Source: an optimization exercise on an open RTL-to-GDS flow (aim: small area and a short achievable clock period). Production flows keep margins and buffers that such runs may drop.
RTL that was checked went through simulation tests only; none was proved equivalent to the original.
No activity file was given, so power comes from the tool's default toggle rates.

== harbor ==
==> flow/design.v <==
package spiPkg;
    localparam int addrWidth = 7;
    localparam int dataWidth = 8;
    localparam int memDepth = 128;
    localparam int debounceCycles = 3;
    localparam int debounceWidth = $clog2(debounceCycles);
    localparam int rawPinCount = 3;
    localparam logic [rawPinCount-1:0] rawPinsIdle = 3'b010;
    localparam int readTapStep = 8;
    localparam int readTaps = memDepth / readTapStep;
    localparam int writePortStep = 32;
    localparam int writePorts = memDepth / writePortStep;
    localparam int stateWidth = 3;
    localparam logic [stateWidth-1:0] stateIdle = 3'd0;
    localparam logic [stateWidth-1:0] stateAddressLoad = 3'd1;
    localparam logic [stateWidth-1:0] stateBranch = 3'd2;
    localparam logic [stateWidth-1:0] stateDataLoad = 3'd3;
    localparam logic [stateWidth-1:0] stateRead = 3'd4;
    localparam logic [stateWidth-1:0] stateWrite = 3'd5;
    localparam logic [stateWidth-1:0] stateWriteCommit = 3'd6;
    typedef struct packed {
        logic sclkRise;
        logic sclkFall;
        logic csN;
        logic mosi;
    } spiPins;
    typedef struct packed {
        logic addrLoad;     
        logic lastAddrBit;  
        logic addrLatch;    
        logic shiftLoad;    
        logic memWrite;     
    } ctrlStrobes;
endpackage
`timescale 1ns/100ps
import spiPkg::*;
module inputConditioner
(
    input  logic   clk,
    input  logic   reset,
    input  logic   sclk,
    input  logic   csN,
    input  logic   mosi,
    output spiPkg::spiPins pins
);
    logic [rawPinCount-1:0] rawPins;
    logic [rawPinCount-1:0] syncStage1;
    logic [rawPinCount-1:0] syncStage2;
    logic [rawPinCount-1:0] history1;
    logic [rawPinCount-1:0] history2;
    logic [rawPinCount-1:0] stablePins;
    logic                   sclkPrev;
    assign rawPins = {mosi, csN, sclk};
    always_ff @(posedge clk) begin
        if (reset) begin
            syncStage1 <= rawPinsIdle;
            syncStage2 <= rawPinsIdle;
            history1 <= rawPinsIdle;
            history2 <= rawPinsIdle;
        end else begin
            syncStage1 <= rawPins;
            syncStage2 <= syncStage1;
            history1 <= syncStage2;
            history2 <= history1;
        end
    end
    always_ff @(posedge clk) begin
        if (reset) begin
            stablePins <= rawPinsIdle;
        end else begin
            stablePins <= (syncStage2 & history1 & history2) |
                          (stablePins & (syncStage2 | history1 | history2));
        end
    end
    always_ff @(posedge clk) begin
        if (reset) begin
            sclkPrev <= 1'b0;
        end else begin
            sclkPrev <= stablePins[0];
        end
    end
    assign pins.sclkRise = stablePins[0] & ~sclkPrev;
    assign pins.sclkFall = ~stablePins[0] & sclkPrev;
    assign pins.csN = stablePins[1];
    assign pins.mosi = stablePins[2];
endmodule
`timescale 1ns/100ps
import spiPkg::*;
module shiftRegister
(
    input  logic                 clk,
    input  logic                 reset,
    input  spiPkg::spiPins               pins,
    input  spiPkg::ctrlStrobes           strobes,
    input  logic [dataWidth-1:0] parallelIn,
    output logic [dataWidth-1:0] parallelOut,
    output logic                 miso
);
    logic [dataWidth-1:0] shiftReg;
    always_ff @(posedge clk) begin
        if (reset) begin
            shiftReg <= '0;
        end else if (strobes.shiftLoad) begin
            shiftReg <= parallelIn;
        end else if (pins.sclkRise) begin
            shiftReg <= {shiftReg[dataWidth-2:0], pins.mosi};
        end
    end
    always_ff @(posedge clk) begin
        if (reset) begin
            miso <= 1'b0;
        end else if (pins.sclkFall) begin
            miso <= shiftReg[dataWidth-1];
        end
    end
    assign parallelOut = shiftReg;
endmodule
`timescale 1ns/100ps
import spiPkg::*;
module spiController
(
    input  logic       clk,
    input  logic       reset,
    input  spiPkg::spiPins     pins,
    input  logic       rwBit,
    output spiPkg::ctrlStrobes strobes,
    output logic       misoEnable
);
    logic [stateWidth-1:0] state;
    logic [2:0]            bitCount;
    always_ff @(posedge clk) begin
        if (reset || pins.csN) begin
            state <= stateIdle;
            bitCount <= '0;
            misoEnable <= 1'b0;
        end else begin
            case (state)
                stateIdle, stateWriteCommit: begin
                    state <= stateAddressLoad;
                    bitCount <= '0;
                end
                stateAddressLoad: begin
                    if (pins.sclkRise) begin
                        bitCount <= bitCount + 1'b1;
                        if (bitCount == 3'd7) begin
                            state <= stateBranch;
                        end
                    end
                end
                stateBranch: begin
                    state <= rwBit ? stateDataLoad : stateWrite;
                end
                stateDataLoad: begin
                    state <= stateRead;
                end
                stateRead: begin
                    if (pins.sclkFall) begin
                        if (!misoEnable) begin
                            misoEnable <= 1'b1;
                        end else begin
                            bitCount <= bitCount + 1'b1;
                            if (bitCount == 3'd7) begin
                                misoEnable <= 1'b0;
                                state <= stateIdle;
                            end
                        end
                    end
                end
                stateWrite: begin
                    if (pins.sclkRise) begin
                        bitCount <= bitCount + 1'b1;
                        if (bitCount == 3'd7) begin
                            state <= stateWriteCommit;
                        end
                    end
                end
                default: begin
                    state <= stateIdle;
                    bitCount <= '0;
                    misoEnable <= 1'b0;
                end
            endcase
        end
    end
    assign strobes.addrLoad = (state == stateAddressLoad);
    assign strobes.lastAddrBit = (bitCount == 3'd7);
    assign strobes.addrLatch = (state == stateBranch);
    assign strobes.shiftLoad = (state == stateDataLoad);
    assign strobes.memWrite = (state == stateWriteCommit);
endmodule
`timescale 1ns/100ps
import spiPkg::*;
module dataMemory
(
    input  logic                 clk,
    input  spiPkg::spiPins       pins,
    input  spiPkg::ctrlStrobes   strobes,
    input  logic [dataWidth-1:0] busIn,
    output logic [dataWidth-1:0] readData
);
    localparam int posWidth = $clog2(memDepth);
    localparam int tapWidth = $clog2(readTaps);
    localparam int portWidth = $clog2(writePorts);
    logic [memDepth-1:0][dataWidth-1:0] ring;
    logic [memDepth-1:0][dataWidth-1:0] ringNext;
    logic [posWidth-1:0]  rotation;
    logic [posWidth-1:0]  nextRotation;
    logic [addrWidth-1:0] addrReg;
    logic [dataWidth-1:0] heldData;
    logic                 writePending;
    logic                 newCandidate;
    logic [posWidth-1:0]  candidatePos;
    logic                 tapHit;
    logic [tapWidth-1:0]  tapIndex;
    logic [dataWidth-1:0] tapData;
    logic                 writeNow;
    logic [writePorts-1:0] writeSelect;
    logic [portWidth-1:0] writePort;
    assign nextRotation = rotation + 1'b1;
    assign newCandidate = pins.sclkRise && !(strobes.addrLoad && strobes.lastAddrBit);
    assign tapHit = (candidatePos[posWidth-tapWidth-1:0] == (posWidth-tapWidth)'(readTapStep - 2));
    assign tapIndex = candidatePos[posWidth-1 -: tapWidth];
    assign writeNow = writePending &&
        (rotation[posWidth-portWidth-1:0] == ~addrReg[posWidth-portWidth-1:0]);
    assign writePort = rotation[posWidth-1 -: portWidth] + addrReg[posWidth-1 -: portWidth] + 1'b1;
    always_comb begin
        ringNext = {ring[memDepth-2:0], ring[memDepth-1]};
        for (int j = 0; j < writePorts; j++) begin
            if (writeSelect[j]) begin
                ringNext[j * writePortStep + 1] = heldData;
            end
        end
    end
    assign tapData = ring[{tapIndex, (posWidth-tapWidth)'(readTapStep - 1)}];
    always_ff @(posedge clk) begin
        rotation <= nextRotation;
        if (newCandidate) begin
            candidatePos <= {busIn[addrWidth-2:0], pins.mosi} + rotation;
        end else begin
            candidatePos <= candidatePos + 1'b1;
        end
        ring <= ringNext;
        if (strobes.addrLatch) begin
            addrReg <= busIn[dataWidth-1 -: addrWidth];
        end
        for (int j = 0; j < writePorts; j++) begin
            writeSelect[j] <= writeNow && writePort == portWidth'(j);
        end
        if (strobes.memWrite) begin
            writePending <= 1'b1;
        end else if (|writeSelect) begin
            writePending <= 1'b0;
        end
        if (strobes.memWrite) begin
            heldData <= busIn;
        end else if (tapHit && !writePending) begin
            heldData <= tapData;
        end
    end
    assign readData = tapHit ? tapData : heldData;
endmodule
`timescale 1ns/100ps
import spiPkg::*;
module spiMemory
(
    input  logic clk,
    input  logic reset,
    input  logic sclk,
    input  logic csN,
    input  logic mosi,
    output logic miso,
    output logic misoEnable
);
    spiPkg::spiPins       pins;
    spiPkg::ctrlStrobes   strobes;
    logic [dataWidth-1:0] parallelOut;
    logic [dataWidth-1:0] readData;
    logic                 rwBit;
    inputConditioner i_inputConditioner (
        .clk   (clk),
        .reset (reset),
        .sclk  (sclk),
        .csN   (csN),
        .mosi  (mosi),
        .pins  (pins)
    );
    assign rwBit = parallelOut[0];
    spiController i_spiController (
        .clk        (clk),
        .reset      (reset),
        .pins       (pins),
        .rwBit      (rwBit),
        .strobes    (strobes),
        .misoEnable (misoEnable)
    );
    shiftRegister i_shiftRegister (
        .clk         (clk),
        .reset       (reset),
        .pins        (pins),
        .strobes     (strobes),
        .parallelIn  (readData),
        .parallelOut (parallelOut),
        .miso        (miso)
    );
    dataMemory i_dataMemory (
        .clk      (clk),
        .pins     (pins),
        .strobes  (strobes),
        .busIn    (parallelOut),
        .readData (readData)
    );
endmodule
clock: 4.0 ns
lec_check: 0
abc_area: 1
cap_margin: 20
core_margin: 2
core_utilization: 75
cts_buf_list: sky130_fd_sc_hd__clkbuf_8
cts_cluster_diameter: 50
cts_cluster_size: 20
setup_slack_margin: 2.1
slew_margin: 20
standard.sh (not shown) runs the stock make flow with config.mk's settings and CLKGATE_MAP_FILE= SYNTH_SCRIPT=/design/flow/synth_recipe.tcl, a recipe that flattens the netlist after the stock synthesis.
==> flow/flow/run.sh <==
#!/bin/bash
# The standard layout, with a clock tree whose root and trunk use the strongest
# clock buffer; leaf clusters as in config.mk. Make's output goes to flow_make.log.
set -euo pipefail
export CTS_ARGS="-sink_clustering_enable -repair_clock_nets -sink_clustering_size 20 -sink_clustering_max_diameter 50 -buf_list sky130_fd_sc_hd__clkbuf_8 -root_buf sky130_fd_sc_hd__clkbuf_16 -tree_buf sky130_fd_sc_hd__clkbuf_16"
bash standard.sh finish > flow_make.log 2>&1
Setup changes, harbor to willow
--- a/flow/design.v
+++ b/flow/design.v
@@ -231,7 +231,12 @@
             end
         end
     end
-    assign tapData = ring[{tapIndex, (posWidth-tapWidth)'(readTapStep - 1)}];
+    always_comb begin
+        tapData = '0;
+        for (int k = 0; k < readTaps; k++) begin
+            tapData |= ring[k * readTapStep + readTapStep - 1] & {dataWidth{tapIndex == tapWidth'(k)}};
+        end
+    end
     always_ff @(posedge clk) begin
         rotation <= nextRotation;
         if (newCandidate) begin
- Going from harbor to willow, the global placer's final weighted congestion was found to have gone up by 0.053.
- Sort willow and harbor by well tap count, ascending, and willow comes first.
- The lower met2 wirelength from detailed routing came out of harbor.
- When willow is measured against harbor, its combinational power share turns out 1.8 points lower.
- | utilization of the core after routing | higher: willow |
The RTL of willow was laid out without a check of its function.

spiMemory, a different RTL version from the one above (not shown whole).
Size: ~1,400 cells after synthesis, ~1,100 flip-flops, about 0.025 mm² of cells after synthesis.
==> module dataMemory, before the edit <==
module dataMemory
(
    input  logic                 clk,
    input  spiPkg::spiPins       pins,
    input  spiPkg::ctrlStrobes   strobes,
    input  logic [dataWidth-1:0] busIn,
    output logic [dataWidth-1:0] readData
);
    localparam int posWidth = $clog2(memDepth);
    localparam int tapWidth = $clog2(readTaps);
    localparam int portWidth = $clog2(writePorts);
    logic [memDepth-1:0][dataWidth-1:0] ring;
    logic [memDepth-1:0][dataWidth-1:0] ringNext;
    logic [posWidth-1:0]  rotation;
    logic [posWidth-1:0]  nextRotation;
    logic [addrWidth-1:0] addrReg;
    logic [dataWidth-1:0] heldData;
    logic                 writePending;
    logic [addrWidth-1:0] nextCandidate;
    logic [posWidth-1:0]  nextCandidatePos;
    logic                 tapHit;
    logic [tapWidth-1:0]  tapIndex;
    logic [dataWidth-1:0] tapData;
    logic [posWidth-1:0]  writeRowNextPos;
    logic                 writeNow;
    logic [portWidth-1:0] writePort;
    assign nextRotation = rotation + 1'b1;
    always_comb begin
        if (pins.sclkRise && !(strobes.addrLoad && strobes.lastAddrBit)) begin
            nextCandidate = {busIn[addrWidth-2:0], pins.mosi};
        end else if (strobes.addrLatch) begin
            nextCandidate = busIn[dataWidth-1 -: addrWidth];
        end else begin
            nextCandidate = busIn[addrWidth-1:0];
        end
    end
    assign nextCandidatePos = nextCandidate + nextRotation;
    assign writeRowNextPos = addrReg + nextRotation;
    assign writeNow = writePending && (writeRowNextPos[posWidth-portWidth-1:0] == '0);
    assign writePort = writeRowNextPos[posWidth-1 -: portWidth];
    always_comb begin
        ringNext = {ring[memDepth-2:0], ring[memDepth-1]};
        for (int j = 0; j < writePorts; j++) begin
            if (writeNow && writePort == portWidth'(j)) begin
                ringNext[j * writePortStep] = heldData;
            end
        end
    end
    assign tapData = ring[{tapIndex, {(posWidth-tapWidth){1'b0}}}];
    always_ff @(posedge clk) begin
        rotation <= nextRotation;
        tapHit <= (nextCandidatePos[posWidth-tapWidth-1:0] == '0);
        tapIndex <= nextCandidatePos[posWidth-1 -: tapWidth];
        ring <= ringNext;
        if (strobes.addrLatch) begin
            addrReg <= busIn[dataWidth-1 -: addrWidth];
        end
        if (strobes.memWrite) begin
            writePending <= 1'b1;
        end else if (writeNow) begin
            writePending <= 1'b0;
        end
        if (strobes.memWrite) begin
            heldData <= busIn;
        end else if (tapHit && !writePending) begin
            heldData <= tapData;
        end
    end
    assign readData = tapHit ? tapData : heldData;
endmodule
==> flow/config.mk <==
export PLATFORM = sky130hd
export DESIGN_NAME = spiMemory
export DESIGN_NICKNAME = spiMemory
export VERILOG_FILES = /design/flow/design.v
export SDC_FILE = /design/flow/constraint.sdc
export NUM_CORES = 4
export LEC_CHECK = 0
export CAP_MARGIN = 20
export CORE_MARGIN = 2
export CORE_UTILIZATION = 50
export SLEW_MARGIN = 20
==> flow/constraint.sdc <==
create_clock -name core_clock -period 4.0 [get_ports {clk}]
set_input_delay 0.8000 -clock core_clock [delete_from_list [all_inputs] [get_ports {clk}]]
set_output_delay 0.8000 -clock core_clock [all_outputs]
set_load 0.01 [all_outputs]
run.sh (not shown) runs the stock make flow with config.mk's settings and CLKGATE_MAP_FILE= SYNTH_SCRIPT=/design/flow/synth_recipe.tcl, a recipe that flattens the netlist after the stock synthesis.
Stock flow here: none of the scripts above is used.
The first run finished clean.
Then changed:
--- a/flow/design.v
+++ b/flow/design.v
@@ -216,9 +216,7 @@
     logic                 writePending;
     logic [addrWidth-1:0] nextCandidate;
-    logic [posWidth-1:0]  nextCandidatePos;
     logic                 tapHit;
     logic [tapWidth-1:0]  tapIndex;
     logic [dataWidth-1:0] tapData;
-    logic [posWidth-1:0]  writeRowNextPos;
     logic                 writeNow;
     logic [portWidth-1:0] writePort;
@@ -233,8 +231,7 @@
         end
     end
-    assign nextCandidatePos = nextCandidate + nextRotation;
-    assign writeRowNextPos = addrReg + nextRotation;
-    assign writeNow = writePending && (writeRowNextPos[posWidth-portWidth-1:0] == '0);
-    assign writePort = writeRowNextPos[posWidth-1 -: portWidth];
+    assign writeNow = writePending &&
+        (rotation[posWidth-portWidth-1:0] == ~addrReg[posWidth-portWidth-1:0]);
+    assign writePort = rotation[posWidth-1 -: portWidth] + addrReg[posWidth-1 -: portWidth] + 1'b1;
     always_comb begin
         ringNext = {ring[memDepth-2:0], ring[memDepth-1]};
@@ -248,6 +245,6 @@
     always_ff @(posedge clk) begin
         rotation <= nextRotation;
-        tapHit <= (nextCandidatePos[posWidth-tapWidth-1:0] == '0);
-        tapIndex <= nextCandidatePos[posWidth-1 -: tapWidth];
+        tapHit <= (nextCandidate[posWidth-tapWidth-1:0] == ~rotation[posWidth-tapWidth-1:0]);
+        tapIndex <= nextCandidate[posWidth-1 -: tapWidth] + rotation[posWidth-1 -: tapWidth] + 1'b1;
         ring <= ringNext;
         if (strobes.addrLatch) begin
Effect: The new run finished with timing, DRC and antenna clean. Total power went up by 0.97%. Via count went up by 0.57%. Global-route usage climbs by 0.22 points. Non-clock buffer count rose by 1. Clock skew went down by 0.0055 ns. Count of clock-buffer cells in the layout is higher by 11. Hold slack is better by 0.0031 ns. Final cell count is higher by 0.40%. Routed wire length goes down by 0.46%. Critical path depth fell by 2. Sequential share of layout area rises by 0.19 points.
Only the layout flow was run in the second run of this note; the RTL was not checked for function there.

==> static timing again, ports no longer ideal <==
The flow's constraints put no driver on any port. The routed layouts listed below were extracted and timed again, unchanged, in two steps.
Step 1: set_driving_cell puts a clkbuf_16 on clk and a buf_2 on each other input, an assumption about the parent block.
Step 2 also shifts input and output timing later by t, the mid clock arrival at the registers, as if the neighbouring blocks saw the same clock.
Three values: ideal ports, drivers, drivers and shift; two values: the first two.
run	t (ns)	slack for setup (ns)	hold WS [ns]
harbor	0.629	2.130 / 2.078 / 1.693	0.326 / 0.326 / 0.326
willow	0.625	2.139 / 2.087 / 1.618	0.326 / 0.326 / 0.326
the first run of note 2	0.663	0.793 / 0.793 / 0.793	0.309 / 0.309 / 0.309
the second run of note 2	0.680	1.451 / 1.451 / 1.451	0.312 / 0.312 / 0.312
After both steps every run listed still meets setup and hold. For willow, which loses most, drivers alone change the setup slack by -0.052 ns; drivers and shift together by -0.521 ns.
